From an optimization exercise on the open Yosys and OpenROAD flow, aimed at small area, a short achievable clock period and few clock cycles; shortcuts taken in it are not production practice. Only simulation tests tie the RTL to the original design; equivalence was not proved. Power is estimated from default activity; no workload was simulated.

`design.v`:
```
`timescale 1ns / 1ps
`default_nettype none
package otsu_pkg;
  localparam int LEVEL_BITS = 8;
  localparam int QUEUE_DEPTH = 2;
  typedef struct packed {
    logic [LEVEL_BITS-1:0] bin;
    logic                  last;
  } otsu_item_t;
endpackage
`default_nettype wire
`timescale 1ns / 1ps
`default_nettype none
module otsu_mul #(
  parameter int TAG_W = 3
) (
  input  wire logic             clk_i,
  input  wire logic             rst_ni,
  input  wire logic [19:0]      a_i,
  input  wire logic [19:0]      b_i,
  input  wire logic [TAG_W-1:0] tag_i,
  output logic      [39:0]      p_o,
  output logic      [TAG_W-1:0] tag_o
);
  logic [29:0]      lo_q, hi_q;
  logic [39:0]      p_q;
  logic [TAG_W-1:0] t1_q, t2_q;
  always_ff @(posedge clk_i) begin
    lo_q <= a_i * b_i[9:0];
    hi_q <= a_i * b_i[19:10];
    p_q  <= {10'b0, lo_q} + {hi_q, 10'b0};
  end
  always_ff @(posedge clk_i or negedge rst_ni) begin
    if (!rst_ni) begin
      t1_q <= '0;
      t2_q <= '0;
    end else begin
      t1_q <= tag_i;
      t2_q <= t1_q;
    end
  end
  assign p_o   = p_q;
  assign tag_o = t2_q;
endmodule
`default_nettype wire
`timescale 1ns / 1ps
`default_nettype none
module otsu_back (
  input  wire logic        clk_i,
  input  wire logic        rst_ni,
  input  wire logic        go_i,
  input  wire logic [27:0] ntot_i,
  input  wire logic [35:0] stot_i,
  output logic      [7:0]  raddr_o,
  input  wire logic [19:0] rdata_i,
  output logic             active_o,
  output logic             done_o,
  output logic      [7:0]  res_o,
  input  wire logic        ack_i
);
  function automatic logic [25:0] norm62(input logic [61:0] x);
    logic [5:0]  pos;
    logic [61:0] sh;
    pos = '0;
    for (int i = 0; i < 62; i++) if (x[i]) pos = 6'(i);
    sh = x << (6'd61 - pos);
    norm62 = {pos, sh[61:42]};
  endfunction
  logic        active_q;
  logic [8:0]  kf_q;
  logic        hv_q;
  logic [19:0] h_q;
  logic [7:0]  hk_q;
  logic        consume, fetch;
  typedef enum logic [2:0] {EX_RUN, EX_DIG, EX_ACC, EX_HOLD, EX_END} ex_e;
  ex_e ex_q;
  logic signed [36:0] tau_q;
  logic signed [63:0] e_q;
  logic signed [57:0] p_q;
  logic [27:0]        n0_q;
  logic signed [29:0] g_q;
  logic [19:0]        hrem_q;
  logic [1:0]         dig_q;
  logic [7:0]         exk_q;
  logic signed [41:0] ppe_q;
  logic signed [34:0] ppp_q;
  logic               ppv_q;
  logic [1:0]         ppsh_q;
  logic        fl_busy_q;
  logic [2:0]  fo_q;
  logic [61:0] us_q;
  logic        uz_q;
  logic [55:0] ps_q;
  logic [7:0]  ks_q;
  logic [19:0] dm_q, pm_q, wm_q, rm_q;
  logic [5:0]  de_q, pe_q;
  logic [6:0]  we_q;
  logic [7:0]  re_q;
  logic [61:0] bu_q;
  logic        buz_q;
  logic [55:0] bp_q;
  logic [19:0] bwm_q, bpm_q;
  logic [6:0]  bwe_q;
  logic [5:0]  bpe_q;
  logic [7:0]  bk_q;
  logic               fb_q;
  logic               fbcol_end_q;
  logic [1:0]         fbw_q;
  logic [3:0]         col_q;
  logic               side_q;
  logic [1:0]         fi_q, fl_q, ph_q;
  logic signed [71:0] acc_q;
  logic               nz_q;
  logic [19:0]        ahi_q;
  logic [19:0] mul_a, mul_b;
  logic [2:0]  mul_tag, mtag;
  logic [39:0] prod;
  otsu_mul #(.TAG_W(3)) u_mul (
    .clk_i  (clk_i),
    .rst_ni (rst_ni),
    .a_i    (mul_a),
    .b_i    (mul_b),
    .tag_i  (mul_tag),
    .p_o    (prod),
    .tag_o  (mtag)
  );
  assign raddr_o  = kf_q[7:0];
  assign active_o = active_q;
  assign fetch    = active_q && !kf_q[8] && (!hv_q || consume);
  logic handoff, fl_free, ex_hold;
  assign consume = active_q && hv_q && ex_q == EX_RUN;
  assign ex_hold = ex_q == EX_HOLD;
  logic [25:0] ne, np;
  assign ne = norm62(e_q[61:0]);
  assign np = norm62({6'b0, p_q[55:0]});
  logic [19:0] prod_m;
  logic        prod_t;
  assign prod_t = prod[39];
  assign prod_m = prod_t ? prod[39:20] : prod[38:19];
  logic [6:0]  wen_e;
  logic [7:0]  le;
  logic signed [8:0] ediff;
  logic [20:0] lm2, rm2;
  logic [21:0] lthr, rthr;
  logic        f_gt, f_lt, f_amb, dec_gt, fl_dec;
  assign wen_e = {de_q, 1'b0} + 7'(prod_t);
  assign le    = 8'(we_q) + 8'(bpe_q) + 8'(prod_t);
  assign ediff = signed'({1'b0, le}) - signed'({1'b0, re_q});
  assign lm2   = (ediff == 9'sd1)  ? {prod_m, 1'b0} : {1'b0, prod_m};
  assign rm2   = (ediff == -9'sd1) ? {rm_q, 1'b0}   : {1'b0, rm_q};
  assign rthr  = 22'(rm2) + 22'(rm2[20:16]) + 22'd1;
  assign lthr  = 22'(lm2) + 22'(lm2[20:16]) + 22'd1;
  always_comb begin
    f_gt = 1'b0;
    f_lt = 1'b0;
    if (ediff >= 9'sd2) begin
      f_gt = 1'b1;
    end else if (ediff <= -9'sd2) begin
      f_lt = 1'b1;
    end else begin
      f_gt = 22'(lm2) >= rthr;
      f_lt = 22'(rm2) >= lthr;
    end
  end
  assign fl_dec = fl_busy_q && !fb_q && fo_q == 3'd4;
  assign f_amb  = fl_dec && !uz_q && !buz_q && !f_gt && !f_lt;
  logic fb_fin, fb_gt;
  assign fb_fin = fb_q && col_q == 4'd9;
  assign fb_gt  = (!acc_q[71] && acc_q != '0) || (acc_q == '0 && nz_q);
  assign dec_gt  = fl_dec ? (!uz_q && (buz_q || f_gt)) : (fb_fin && fb_gt);
  assign fl_free = !fl_busy_q || (fl_dec && !f_amb) || fb_fin;
  assign handoff = ex_hold && fl_free;
  logic [79:0] fx;
  logic [59:0] fp;
  logic signed [3:0] fj;
  logic        fvalid;
  logic [19:0] xi, xj, pl;
  assign fx     = side_q ? {18'b0, bu_q} : {18'b0, us_q};
  assign fp     = side_q ? {4'b0, ps_q} : {4'b0, bp_q};
  assign fj     = 4'(col_q) - 4'(fi_q) - 4'(fl_q);
  assign fvalid = fj >= 0 && fj <= 3;
  assign xi     = fx[20*fi_q +: 20];
  assign xj     = fx[20*fj[1:0] +: 20];
  assign pl     = fp[20*fl_q +: 20];
  always_comb begin
    mul_a   = '0;
    mul_b   = '0;
    mul_tag = '0;
    if (fb_q) begin
      if (!fbcol_end_q) begin
        case (ph_q)
          2'd0: begin mul_a = xi; mul_b = xj; end
          2'd2: begin mul_a = prod[19:0]; mul_b = pl; mul_tag = {1'b1, 1'b0, side_q}; end
          2'd3: begin mul_a = ahi_q; mul_b = pl; mul_tag = {1'b1, 1'b1, side_q}; end
          default: ;
        endcase
      end
    end else if (fl_busy_q) begin
      case (fo_q)
        3'd0: begin mul_a = dm_q;   mul_b = dm_q; end
        3'd1: begin mul_a = bwm_q;  mul_b = pm_q; end
        3'd2: begin mul_a = prod_m; mul_b = bpm_q; end
        default: ;
      endcase
    end
  end
  logic last_bin_done;
  assign last_bin_done = ex_q == EX_END && !fl_busy_q;
  assign done_o = active_q && last_bin_done;
  assign res_o  = bk_q;
  always_ff @(posedge clk_i or negedge rst_ni) begin
    if (!rst_ni) begin
      active_q  <= 1'b0;
      kf_q      <= '0;
      hv_q      <= 1'b0;
      ex_q      <= EX_END;
      ppv_q     <= 1'b0;
      fl_busy_q <= 1'b0;
      fo_q      <= '0;
      fb_q      <= 1'b0;
    end else begin
      if (go_i) begin
        active_q  <= 1'b1;
        kf_q      <= '0;
        hv_q      <= 1'b0;
        ex_q      <= EX_RUN;
        ppv_q     <= 1'b0;
        fl_busy_q <= 1'b0;
        fb_q      <= 1'b0;
      end else begin
        if (ack_i) active_q <= 1'b0;
        if (consume) hv_q <= 1'b0;
        if (fetch) begin
          hv_q <= 1'b1;
          kf_q <= kf_q + 1'b1;
        end
        ppv_q <= ex_q == EX_DIG;
        case (ex_q)
          EX_RUN: begin
            if (hv_q) begin
              if (h_q == '0) begin
                if (hk_q == 8'd255) ex_q <= EX_END;
              end else begin
                ex_q <= EX_DIG;
              end
            end
          end
          EX_DIG:  if (hrem_q[19:5] == '0) ex_q <= EX_ACC;
          EX_ACC:  ex_q <= EX_HOLD;
          EX_HOLD: if (handoff) ex_q <= (exk_q == 8'd255) ? EX_END : EX_RUN;
          default: ;
        endcase
        if (fb_fin) fb_q <= 1'b0;
        if (handoff) begin
          fl_busy_q <= 1'b1;
          fo_q      <= '0;
        end else if (fl_busy_q && !fb_q) begin
          if (fl_dec) begin
            if (f_amb) fb_q <= 1'b1;
            else fl_busy_q <= 1'b0;
          end else begin
            fo_q <= fo_q + 1'b1;
          end
        end else if (fb_fin) begin
          fl_busy_q <= 1'b0;
        end
      end
    end
  end
  always_ff @(posedge clk_i) begin
    if (fetch) begin
      h_q  <= rdata_i;
      hk_q <= kf_q[7:0];
    end
    if (go_i) begin
      tau_q <= signed'({1'b0, stot_i});
      e_q   <= '0;
      p_q   <= '0;
      n0_q  <= '0;
    end else begin
      if (ppv_q) begin
        e_q <= e_q + (64'(ppe_q) <<< (5 * ppsh_q));
        p_q <= p_q + (58'(ppp_q) <<< (5 * ppsh_q));
      end
      case (ex_q)
        EX_RUN: begin
          if (hv_q) begin
            if (h_q == '0) begin
              tau_q <= tau_q - signed'({9'b0, ntot_i});
            end else begin
              g_q    <= signed'({2'b0, ntot_i}) - signed'({1'b0, n0_q, 1'b0}) - signed'({10'b0, h_q});
              n0_q   <= n0_q + 28'(h_q);
              hrem_q <= h_q;
              dig_q  <= '0;
              exk_q  <= hk_q;
            end
          end
        end
        EX_DIG: begin
          ppe_q  <= tau_q * signed'({1'b0, hrem_q[4:0]});
          ppp_q  <= g_q * signed'({1'b0, hrem_q[4:0]});
          ppsh_q <= dig_q;
          hrem_q <= hrem_q >> 5;
          dig_q  <= dig_q + 1'b1;
        end
        EX_ACC: begin
          tau_q <= tau_q - signed'({9'b0, ntot_i});
        end
        default: ;
      endcase
    end
  end
  always_ff @(posedge clk_i) begin
    if (go_i) begin
      buz_q <= 1'b1;
      bk_q  <= '0;
    end else begin
      if (handoff) begin
        us_q <= e_q[61:0];
        uz_q <= e_q == '0;
        ps_q <= p_q[55:0];
        ks_q <= exk_q;
        de_q <= ne[25:20];
        dm_q <= ne[19:0];
        pe_q <= np[25:20];
        pm_q <= np[19:0];
      end
      if (fl_busy_q && !fb_q && fo_q == 3'd2) begin
        wm_q <= prod_m;
        we_q <= wen_e;
      end
      if (fl_busy_q && !fb_q && fo_q == 3'd3) begin
        rm_q <= prod_m;
        re_q <= 8'(bwe_q) + 8'(pe_q) + 8'(prod_t);
      end
      if ((fl_dec || fb_fin) && dec_gt) begin
        bu_q  <= us_q;
        buz_q <= 1'b0;
        bp_q  <= ps_q;
        bwm_q <= wm_q;
        bwe_q <= we_q;
        bpm_q <= pm_q;
        bpe_q <= pe_q;
        bk_q  <= ks_q;
      end
    end
  end
  logic fb_start;
  assign fb_start = fl_dec && f_amb;
  always_ff @(posedge clk_i or negedge rst_ni) begin
    if (!rst_ni) begin
      fbcol_end_q <= 1'b0;
      fbw_q       <= '0;
      col_q       <= '0;
      side_q      <= 1'b0;
      fi_q        <= '0;
      fl_q        <= '0;
      ph_q        <= '0;
    end else if (fb_start) begin
      fbcol_end_q <= 1'b0;
      fbw_q       <= '0;
      col_q       <= '0;
      side_q      <= 1'b0;
      fi_q        <= '0;
      fl_q        <= '0;
      ph_q        <= '0;
    end else if (fb_q && !fb_fin) begin
      if (fbcol_end_q) begin
        fbw_q <= fbw_q + 1'b1;
        if (fbw_q == 2'd2) begin
          fbcol_end_q <= 1'b0;
          fbw_q       <= '0;
          col_q       <= col_q + 1'b1;
        end
      end else if (fvalid && ph_q != 2'd3) begin
        ph_q <= ph_q + 1'b1;
      end else begin
        ph_q <= '0;
        if (fl_q != 2'd2) begin
          fl_q <= fl_q + 1'b1;
        end else begin
          fl_q <= '0;
          if (fi_q != 2'd3) begin
            fi_q <= fi_q + 1'b1;
          end else begin
            fi_q <= '0;
            side_q <= ~side_q;
            if (side_q) fbcol_end_q <= 1'b1;
          end
        end
      end
    end
  end
  always_ff @(posedge clk_i) begin
    if (fb_start) begin
      acc_q <= '0;
      nz_q  <= 1'b0;
    end else begin
      if (fb_q && !fbcol_end_q && ph_q == 2'd2) ahi_q <= prod[39:20];
      if (fb_q && fbcol_end_q && fbw_q == 2'd2) begin
        nz_q  <= nz_q | (acc_q[19:0] != '0);
        acc_q <= acc_q >>> 20;
      end else if (mtag[2]) begin
        if (mtag[0]) acc_q <= acc_q - (72'(prod) << (mtag[1] ? 20 : 0));
        else         acc_q <= acc_q + (72'(prod) << (mtag[1] ? 20 : 0));
      end
    end
  end
endmodule
`default_nettype wire
`timescale 1ns / 1ps
`default_nettype none
module otsu_threshold_finder_top #(
  parameter int LEVELS     = 256,
  parameter int COUNT_BITS = 20
) (
  input  wire logic                  clk_i,
  input  wire logic                  rst_ni,
  input  wire logic                  in_valid_i,
  output logic                       in_stall_o,
  input  wire logic [otsu_pkg::LEVEL_BITS-1:0] pixel_i,
  input  wire logic                  last_pixel_i,
  output logic                       out_valid_o,
  input  wire logic                  out_stall_i,
  output logic [otsu_pkg::LEVEL_BITS-1:0]      threshold_o
);
  localparam int CW = 20;
  logic [255:0][CW-1:0] hist_q;
  logic          in_stall_q, clr_q;
  logic          v0_q, last0_q, v1_q, last1_q, go_q;
  logic [7:0]    p0_q, p1_q;
  logic [CW-1:0] r1_q, rd, wdata;
  logic          inc;
  logic [27:0]   ntot_q;
  logic [35:0]   stot_q;
  logic [7:0]    raddr, s_raddr, s_res;
  logic          s_active, s_done, s_ack;
  logic          out_valid_q;
  logic [7:0]    thr_q;
  logic          take;
  assign take = in_valid_i & ~in_stall_q;
  always_ff @(posedge clk_i or negedge rst_ni) begin
    if (!rst_ni) begin
      v0_q       <= 1'b0;
      v1_q       <= 1'b0;
      go_q       <= 1'b0;
      in_stall_q <= 1'b0;
      clr_q      <= 1'b1;
    end else begin
      v0_q  <= take;
      v1_q  <= v0_q;
      go_q  <= v1_q & last1_q;
      clr_q <= s_ack;
      if (take && last_pixel_i) begin
        in_stall_q <= 1'b1;
      end else if (s_ack) begin
        in_stall_q <= 1'b0;
      end
    end
  end
  always_ff @(posedge clk_i) begin
    if (take) begin
      p0_q    <= pixel_i;
      last0_q <= last_pixel_i;
    end
    p1_q    <= p0_q;
    last1_q <= last0_q;
    r1_q    <= (v1_q && p1_q == p0_q) ? wdata : rd;
  end
  assign inc   = r1_q != '1;
  assign wdata = inc ? r1_q + 1'b1 : r1_q;
  always_ff @(posedge clk_i) begin
    if (clr_q) begin
      ntot_q <= '0;
      stot_q <= '0;
    end else if (v1_q && inc) begin
      ntot_q <= ntot_q + 1'b1;
      stot_q <= stot_q + 36'(p1_q);
    end
  end
  always_ff @(posedge clk_i) begin
    for (int w = 0; w < 256; w++) begin
      if (clr_q || (v1_q && p1_q == 8'(w))) begin
        hist_q[w] <= clr_q ? '0 : wdata;
      end
    end
  end
  assign raddr = s_active ? s_raddr : p0_q;
  logic [CW-1:0] m1 [64];
  logic [CW-1:0] m2 [16];
  logic [CW-1:0] m3 [4];
  for (genvar i = 0; i < 64; i++) begin : g_m1
    always_comb begin
      case (raddr[1:0])
        2'd0:    m1[i] = hist_q[4*i];
        2'd1:    m1[i] = hist_q[4*i+1];
        2'd2:    m1[i] = hist_q[4*i+2];
        default: m1[i] = hist_q[4*i+3];
      endcase
    end
  end
  for (genvar i = 0; i < 16; i++) begin : g_m2
    always_comb begin
      case (raddr[3:2])
        2'd0:    m2[i] = m1[4*i];
        2'd1:    m2[i] = m1[4*i+1];
        2'd2:    m2[i] = m1[4*i+2];
        default: m2[i] = m1[4*i+3];
      endcase
    end
  end
  for (genvar i = 0; i < 4; i++) begin : g_m3
    always_comb begin
      case (raddr[5:4])
        2'd0:    m3[i] = m2[4*i];
        2'd1:    m3[i] = m2[4*i+1];
        2'd2:    m3[i] = m2[4*i+2];
        default: m3[i] = m2[4*i+3];
      endcase
    end
  end
  always_comb begin
    case (raddr[7:6])
      2'd0:    rd = m3[0];
      2'd1:    rd = m3[1];
      2'd2:    rd = m3[2];
      default: rd = m3[3];
    endcase
  end
  otsu_back u_back (
    .clk_i    (clk_i),
    .rst_ni   (rst_ni),
    .go_i     (go_q),
    .ntot_i   (ntot_q),
    .stot_i   (stot_q),
    .raddr_o  (s_raddr),
    .rdata_i  (rd),
    .active_o (s_active),
    .done_o   (s_done),
    .res_o    (s_res),
    .ack_i    (s_ack)
  );
  assign s_ack = s_done && (!out_valid_q || !out_stall_i);
  always_ff @(posedge clk_i or negedge rst_ni) begin
    if (!rst_ni) begin
      out_valid_q <= 1'b0;
    end else if (s_ack) begin
      out_valid_q <= 1'b1;
    end else if (!out_stall_i) begin
      out_valid_q <= 1'b0;
    end
  end
  always_ff @(posedge clk_i) begin
    if (s_ack) begin
      thr_q <= s_res;
    end
  end
  assign in_stall_o  = in_stall_q;
  assign out_valid_o = out_valid_q;
  assign threshold_o = thr_q;
endmodule
`default_nettype wire
```
`run.sh`:
```
#!/bin/bash
# synth_recipe.tcl (not shown) runs the flow's synth.tcl, then flattens the netlist and writes it again
# the make line also repeats each setting of config.mk as NAME=value (left out here)
make -C /OpenROAD-flow-scripts/flow DESIGN_CONFIG=/design/flow/config.mk WORK_HOME=/design/flow/orfs CLKGATE_MAP_FILE= SYNTH_SCRIPT=/design/flow/synth_recipe.tcl finish
```
`config.mk`:
```
export PLATFORM = sky130hd
export DESIGN_NAME = otsu_threshold_finder_top
export DESIGN_NICKNAME = otsu_threshold_finder_top
export VERILOG_FILES = /design/flow/design.v
export SDC_FILE = /design/flow/constraint.sdc
export NUM_CORES = 4
export LEC_CHECK = 0
export ABC_CLOCK_PERIOD_IN_PS = 4000
export CAP_MARGIN = 20
export CELL_PAD_IN_SITES_DETAIL_PLACEMENT = 1
export CELL_PAD_IN_SITES_GLOBAL_PLACEMENT = 2
export CORE_MARGIN = 2
export CORE_UTILIZATION = 30
export PLACE_DENSITY = 0.4
export SLEW_MARGIN = 20
export SYNTH_MEMORY_MAX_BITS = 8192
```
`constraint.sdc`:
```
create_clock -name core_clock -period 12.0 [get_ports {clk_i}]
set_input_delay 2.4000 -clock core_clock [delete_from_list [all_inputs] [get_ports {clk_i}]]
set_output_delay 2.4000 -clock core_clock [all_outputs]
set_load 0.01 [all_outputs]
```
==> run summary <==
[path summary, 6_finish.rpt]
path / start / endpoint / slack [ps] / cells after the start
max: u_back.fi_q[0] / u_back.u_mul.hi_q[29] / 1680 / 30
min: u_back.u_mul.lo_q[1] / u_back.u_mul.p_q[1] / 320 / 0
max reg2reg: u_back.fi_q[0] / u_back.u_mul.hi_q[29] / 1680 / 30
min reg2reg: u_back.u_mul.lo_q[1] / u_back.u_mul.p_q[1] / 320 / 0
max in group asynchronous: rst_ni / go_q / 9420 / 2
min in group asynchronous: rst_ni / u_back.u_mul.t2_q[1] / 1230 / 1
[per-stage QoR]
step | power, W | cells | hold WS (ps) | instance area [µm²] | setup WS (ps)
3_5_place_dp | 0.0847 | 35100 | 314 | 310000 | 1480
3_3_place_gp | 0.0848 | 35100 | 310 | 310000 | 1210
6_report | 0.106 | 36500 | 324 | 334000 | 1680
5_1_grt | 0.112 | 36500 | 334 | 334000 | 836
4_1_cts | 0.108 | 36500 | 325 | 334000 | 1430
2_1_floorplan | 0.0612 | 22800 | 310 | 290000 | 750
[sequential cells by signal (all words and copies together), names as in the netlist, 35 cells and up]
| signal | flops |
|---|---|
| u_back.ppe_q | 42 |
| stot_q | 36 |
| u_back.e_q | 64 |
| u_back.acc_q | 72 |
| u_back.u_mul.p_q | 40 |
| u_back.us_q | 62 |
| u_back.bu_q | 62 |
| u_back.ppp_q | 35 |
| hist_q | 5120 |
| u_back.ps_q | 56 |
| u_back.p_q | 56 |
| u_back.bp_q | 56 |
| u_back.tau_q | 37 |
[report_power, final]
group | internal (W) | switching [W]
logic | 0.0161 | 0.0359
clock network | 0.0128 | 0.00970
registers | 0.0292 | 0.00213
total | 0.0581 | 0.0477
[logic make-up after synthesis]
group / Yosys count
adder cells (fa/ha/maj): 1194
multiplexers: 701
flip-flops: 6235
AO/OA/AOI/OAI: 5480
buffers and inverters: 2274
AND/OR/NAND/NOR: 6352
XOR/XNOR: 554
[critical path: cells and delay by family, from the launching register on]
kind / cells / cell delay, ps
AOI/OAI and AO/OA: 9 / 2340
xor gates and xnor gates: 2 / 720
adders and majority gates: 8 / 3640
buffers and inverters: 3 / 790
DFF: 1 / 590
muxes: 1 / 550
and+or+nand+nor: 7 / 1580
[cells in the final DEF, fill, tap and decap left out, types with 72 or more instances in the layout]
cell type     n
o21ai_0     595
o221ai_1   1069
clkbuf_1    200
mux4_2      152
nand3_1     294
clkbuf_16   773
clkinv_2    110
o22ai_1     289
clkinv_1    183
xnor2_1     338
a21oi_1     814
nor4_1      237
a211oi_1    140
and3_1      102
fa_1        524
o211ai_1     77
a31oi_1    1201
o21a_1       82
and2_1      227
inv_1       766
ha_1        669
nor2b_1      77
edfxtp_1   5765
dfxtp_1     424
mux2i_1     462
a21o_1      350
nand2_1    3608
o31ai_1      92
xor2_1      209
buf_4       837
nor3_1      276
nor2_1     1007
mux2_2       72
nand2b_1    103
buf_12       79
[layout make-up]
cell class                      count  area share [%]
Clock inverter                    391           0.980
Tap cell                        12900            4.81
Timing Repair Buffer              943            2.45
Sequential cell                  6235            54.7
Antenna cell                       50          0.0375
Multi-Input combinational cell  14300            30.0
Inverter                          771           0.866
Clock buffer                      988            6.08
[routing by layer]
metal	up-vias	global-route usage (%)	share of wire, %
met2	3581	42.7	49
li1	87300	-	-
met3	1199	2.17	3.1
met4	8	5.76	2.4
met1	107000	34.1	45
met5	-	0	0.0037
==> reports/qor.yml <==
crit_type: "register to register"
drv_cap: 0
max_slew_margin_pct: 13.7
ir_worst_vdd_v: 0.000242
finalNetCount: 24200
worst_skew_pair.late_latency_ps: 1140
finalHoldViolCount: 0
htree_levels: 6
clock-root-buffer: "clkbuf_16"
antenna_found_initial: 76
min_path_type: "register to register"
synth_area_leaders: "edfxtp_1 60%, nand2_1 4.7%, fa_1 3.6%, o221ai_1 3.2%, dfxtp_1 2.9%"
routed_wl_mm: 1240
p_per_area_nw_per_um2: 317
cts_buffer_depth: 5
crit_top_cell: "fa_1"
ys_ff_latch: 6235
final.fill_count: 101000
synth_common_cells: "5765 x edfxtp_1, 3618 x nand2_1, 1204 x a31oi_1, 1186 x clkbuf_1, 1070 x o221ai_1"
crit_required_ps: 12980
synth_warnings: 6
synth.avg_cell_area_um2: 12.7
pin_count: 23
yosysUniqueCellTypes: 95
cts_resized: 0
detailed_place_hpwl_mm: 800
utilization_pct: 34.7
yosys.area.top_type: "edfxtp_1"
grt_usage_pct: 24.8
core_um2: 961000
synth-adder-area-share_pct: 6.52
min_period_ps: 10320
area_growth_pct: 15.4
cts_tree: "done"
cp_max_fo: 24
via_count: 199000
synthSimpleGateAreaFrac_pct: 9.51
synth_compound_area_share_pct: 13.1
drive_above_1_share_pct: 10.9
num_rows: 360
grt_max_degree: 150
place_congestion: 0.793
dieHeight_um: 986
post-synth-top-count-cell: "edfxtp_1"
routedWlPerCell_um: 33.9
dr.pass1.iters: 9
tns_ps: 0
slew_viol_final: 0
yosysTopAreaCellShare_pct: 59.8
rsz0062_at_grt: "no"
ant_nets: 0
synth_mux_area_share_pct: 3.11
synthArstFlopShare_pct: 0.738
synth_top_family_by_area: "compound AO/OA/AOI/OAI gates"
fmaxAchievable_ghz: 0.0969
seq_area_frac_synth_pct: 63.1
outcome: "finished clean"
power.leakage_nw: 116
finalCritPeriodShare_pct: 86.0
grt_pass1_wl_mm: 1720
grt_pass1_vias: 206000
clock_skew_ps: 125
overflow: 0
die_x_um: 986
synthXorXnorAreaFrac_pct: 1.68
multiInputGateArea_um2: 100000
cts_buffers: 766
crit_path_top_delay_cell: "dfrtp_1"
synth-main-ff-cell: "edfxtp_1"
synth_edf_count: 5765
arrival_ps: 11290
syn-num-nets: 24000
cts_hold_buffers: 0
regArea_um2: 183000
dieArea_um2: 973000
synthCells: 22800
via_per_inst: 5.46
syn-cell-area_um2: 290000
worstMarginPinSlew_ps: 1290
cp-start-kind: "register"
start_util_pct: 30.1
cts.sinks: 6235
clk_pin_slew_ps: 60
slowest_delay_ps: 590
post_cts_buffers: 0
drt_iter0_markers: 14500
crit_path_end_kind: "register"
drc: 0
finalSetupViolCount: 0
port_buffers: 22
Testbench counts, summed over its fixed seeds: cycles 304,858.

==> port drivers added, routing unchanged <==
Ports are ideal in the flow. The routed layout listed here was re-timed in OpenROAD.
Step 1: set_driving_cell puts a clkbuf_16 on clk_i and a buf_2 on each other input, an assumption about the parent block.
Step 2 also shifts input and output timing later by t, the mid clock arrival at the registers, as if the neighbouring blocks saw the same clock.
Slacks: ideal ports / drivers / drivers and shift; pairs: ideal ports / drivers.
t (ns): 1.224
setup WS [ns]: 1.684 / 1.684 / 1.684
worst setup path after step 2: register to register
cell pins on the clock port's net: 1
After both steps this run still meets setup and hold. For this run, drivers alone change the setup slack by 0.000 ns; drivers and shift together by 0.000 ns.
